What follows belongs to an exercise in optimizing a design on an open flow for small area and a short achievable clock period; a production flow would make more cautious choices. Function was checked by simulation only, so behaviour that the tests miss may differ from the original. Power is estimated from default activity; no workload was simulated.

== run 1 ==
Design am_mult_top, start of the top module:
module am_mult_top
(
  input  logic                      clk,
  input  logic                      arst_n,
  input  logic [am_pkg::OP_W-1:0]   a,
  input  logic [am_pkg::OP_W-1:0]   b,
  output logic [am_pkg::PROD_W-1:0] product
);
Size: roughly 390 flip-flops, ~0.023 mm² of cells after synthesis.
clock: 9.5 ns
lec_check: 0
cap_margin: 50
core_margin: 2
core_utilization: 65
cts_cluster_diameter: 120
cts_cluster_size: 22
slew_margin: 70
synth_hierarchical: 1
synth_minimum_keep_size: 0
buffer_ports_args: -buffer_cell sky130_fd_sc_hd__buf_2
setup_slack_margin: 6.4
standard.sh (not shown) runs the stock make flow with config.mk's settings and CLKGATE_MAP_FILE= SYNTH_SCRIPT=/design/flow/synth_recipe.tcl, a recipe that flattens the netlist after the stock synthesis.
==> flow/flow/run.sh <==
#!/bin/bash
# The standard layout, with two changes to how ORFS builds it:
#  - ports are buffered with buf_2 (buffer_ports otherwise picks a slow
#    delay cell, which sits on every output path);
#  - repair_timing aims for 6.4 ns of setup slack at the design's period,
#    so that it sizes the critical paths (the SDC is not changed).
set -euo pipefail
echo 'export BUFFER_PORTS_ARGS = -buffer_cell sky130_fd_sc_hd__buf_2' >> config.mk
echo 'export SETUP_SLACK_MARGIN = 6.4' >> config.mk
bash standard.sh > standard.log 2>&1
Input changes introduced in run 2 (baseline for comparison: run 1):
==> flow/flow/run.sh <==
#!/bin/bash
# The standard layout (standard.sh), with one change to how ORFS builds
# it: the ports are buffered with buf_2. buffer_ports otherwise picks a slow
# delay cell (clkdlybuf4s50), which then sits on every output path.
set -euo pipefail
echo 'export BUFFER_PORTS_ARGS = -buffer_cell sky130_fd_sc_hd__buf_2' >> config.mk
bash standard.sh > standard.log 2>&1
diff --git a/flow/config.mk b/flow/config.mk
--- a/flow/config.mk
+++ b/flow/config.mk
@@ -8 +8 @@
-export CAP_MARGIN = 50
+export CAP_MARGIN = 20
@@ -13 +13 @@
-export SLEW_MARGIN = 70
+export SLEW_MARGIN = 20
@@ -17 +16,0 @@
-export SETUP_SLACK_MARGIN = 6.4
==> run summary <==
- Run 2 ran to completion and came out clean on the timing, DRC and antenna checks.
- Sort run 2 and run 1 by global-route usage asc -> top: run 1
- [compare] base=run 1 new=run 2: final period utilization +0.97 points; total half-perimeter wirelength after legalization and detailed placement ~0 delta; footprint of the flip-flops and latches -43 µm²; global-route wire length before repair +about 0.43%; sum of routed wire length over all layers -2800 µm.
- The worst hold slack was comparable across run 2 and run 1.
The inputs of run 3 differ from those of run 2 as listed below.
==> flow/flow/run.sh <==
#!/bin/bash
# The standard layout, with two changes to how ORFS builds it:
#  - ports are buffered with buf_2 (buffer_ports otherwise picks a slow
#    delay cell, which sits on every output path);
#  - repair_timing aims for 6.3 ns of setup slack at the design's period,
#    so that it sizes the critical paths (the SDC is not changed).
set -euo pipefail
echo 'export BUFFER_PORTS_ARGS = -buffer_cell sky130_fd_sc_hd__buf_2' >> config.mk
echo 'export SETUP_SLACK_MARGIN = 6.3' >> config.mk
bash standard.sh > standard.log 2>&1
diff --git a/flow/config.mk b/flow/config.mk
--- a/flow/config.mk
+++ b/flow/config.mk
@@ -8 +8 @@
-export CAP_MARGIN = 20
+export CAP_MARGIN = 50
@@ -11,3 +11,3 @@
-export CTS_CLUSTER_DIAMETER = 120
-export CTS_CLUSTER_SIZE = 22
-export SLEW_MARGIN = 20
+export CTS_CLUSTER_DIAMETER = 150
+export CTS_CLUSTER_SIZE = 30
+export SLEW_MARGIN = 70
@@ -16,0 +17 @@
+export SETUP_SLACK_MARGIN = 6.3
Findings:
- From run 3 to run 2, number of buffers inserted by port buffering did not move at all.
- Looking at end of the critical path, the tree_i.cs_q[66] result is from run 2; the tree_i.cs_q[78] one comes from run 3.
- Between run 3 and run 2, the difference in sequential cell area is negligible.
- The switching portion of total power of run 3 is higher than that of run 2.
- Where final-layout worst hold slack is concerned, run 2 is better than run 3.
What run 4 does differently from run 3 at the input level:
diff --git a/flow/config.mk b/flow/config.mk
--- a/flow/config.mk
+++ b/flow/config.mk
@@ -8 +8 @@
-export CAP_MARGIN = 50
+export CAP_MARGIN = 20
@@ -11,3 +11,3 @@
-export CTS_CLUSTER_DIAMETER = 150
-export CTS_CLUSTER_SIZE = 30
-export SLEW_MARGIN = 70
+export CTS_CLUSTER_DIAMETER = 120
+export CTS_CLUSTER_SIZE = 22
+export SLEW_MARGIN = 20
==> run summary <==
- Per the comparison of run 4 with run 3, clock share of power rose 0.9 points; overall fraction of global-route tracks in use up 0.34 points; cell count along the critical path held; synthesis-to-finish area growth went up.
- Run 4 vs run 3, timing startpoint of the critical path: ops_i.a_q[12] vs ops_i.a_q[23]
- Summary of run 4 over run 3: final area went up by about 0.43%; internal power consumption went up by about 2%.
- Run 4 went all the way through synthesis, placement and routing and the layout is clean on timing, DRC and antenna.

-- re-timing with driven ports --
No port has a modelled driver above. Below, the same layouts with a new extraction and two added sets of constraints. Step 1 assumes that a clkbuf_16 drives the clock port and a buf_2 every other input. Step 2 adds t to the input delays and takes it off the output delays; t is the mean of the earliest and latest rising clock arrival at the registers after step 1. Input paths then give back, and output paths get back, about the clock's delay inside the block. Slacks: ideal ports / drivers / drivers and shift; pairs: ideal ports / drivers.
run	shift t [ns]	setup WS [ns]	hold WS [ns]	worst setup path after step 2	latest minus earliest clock arrival (ns)
run 1	0.593	6.325 / 6.325 / 6.325	0.318 / 0.318 / 0.318	register to register	0.031 / 0.032
run 2	0.605	6.232 / 6.232 / 6.232	0.320 / 0.320 / 0.320	register to register	0.023 / 0.023
run 3	0.585	6.329 / 6.329 / 6.329	0.303 / 0.303 / 0.303	register to register	0.042 / 0.043
run 4	0.605	6.332 / 6.332 / 6.332	0.321 / 0.321 / 0.321	register to register	0.025 / 0.025
After both steps every run listed still meets setup and hold.
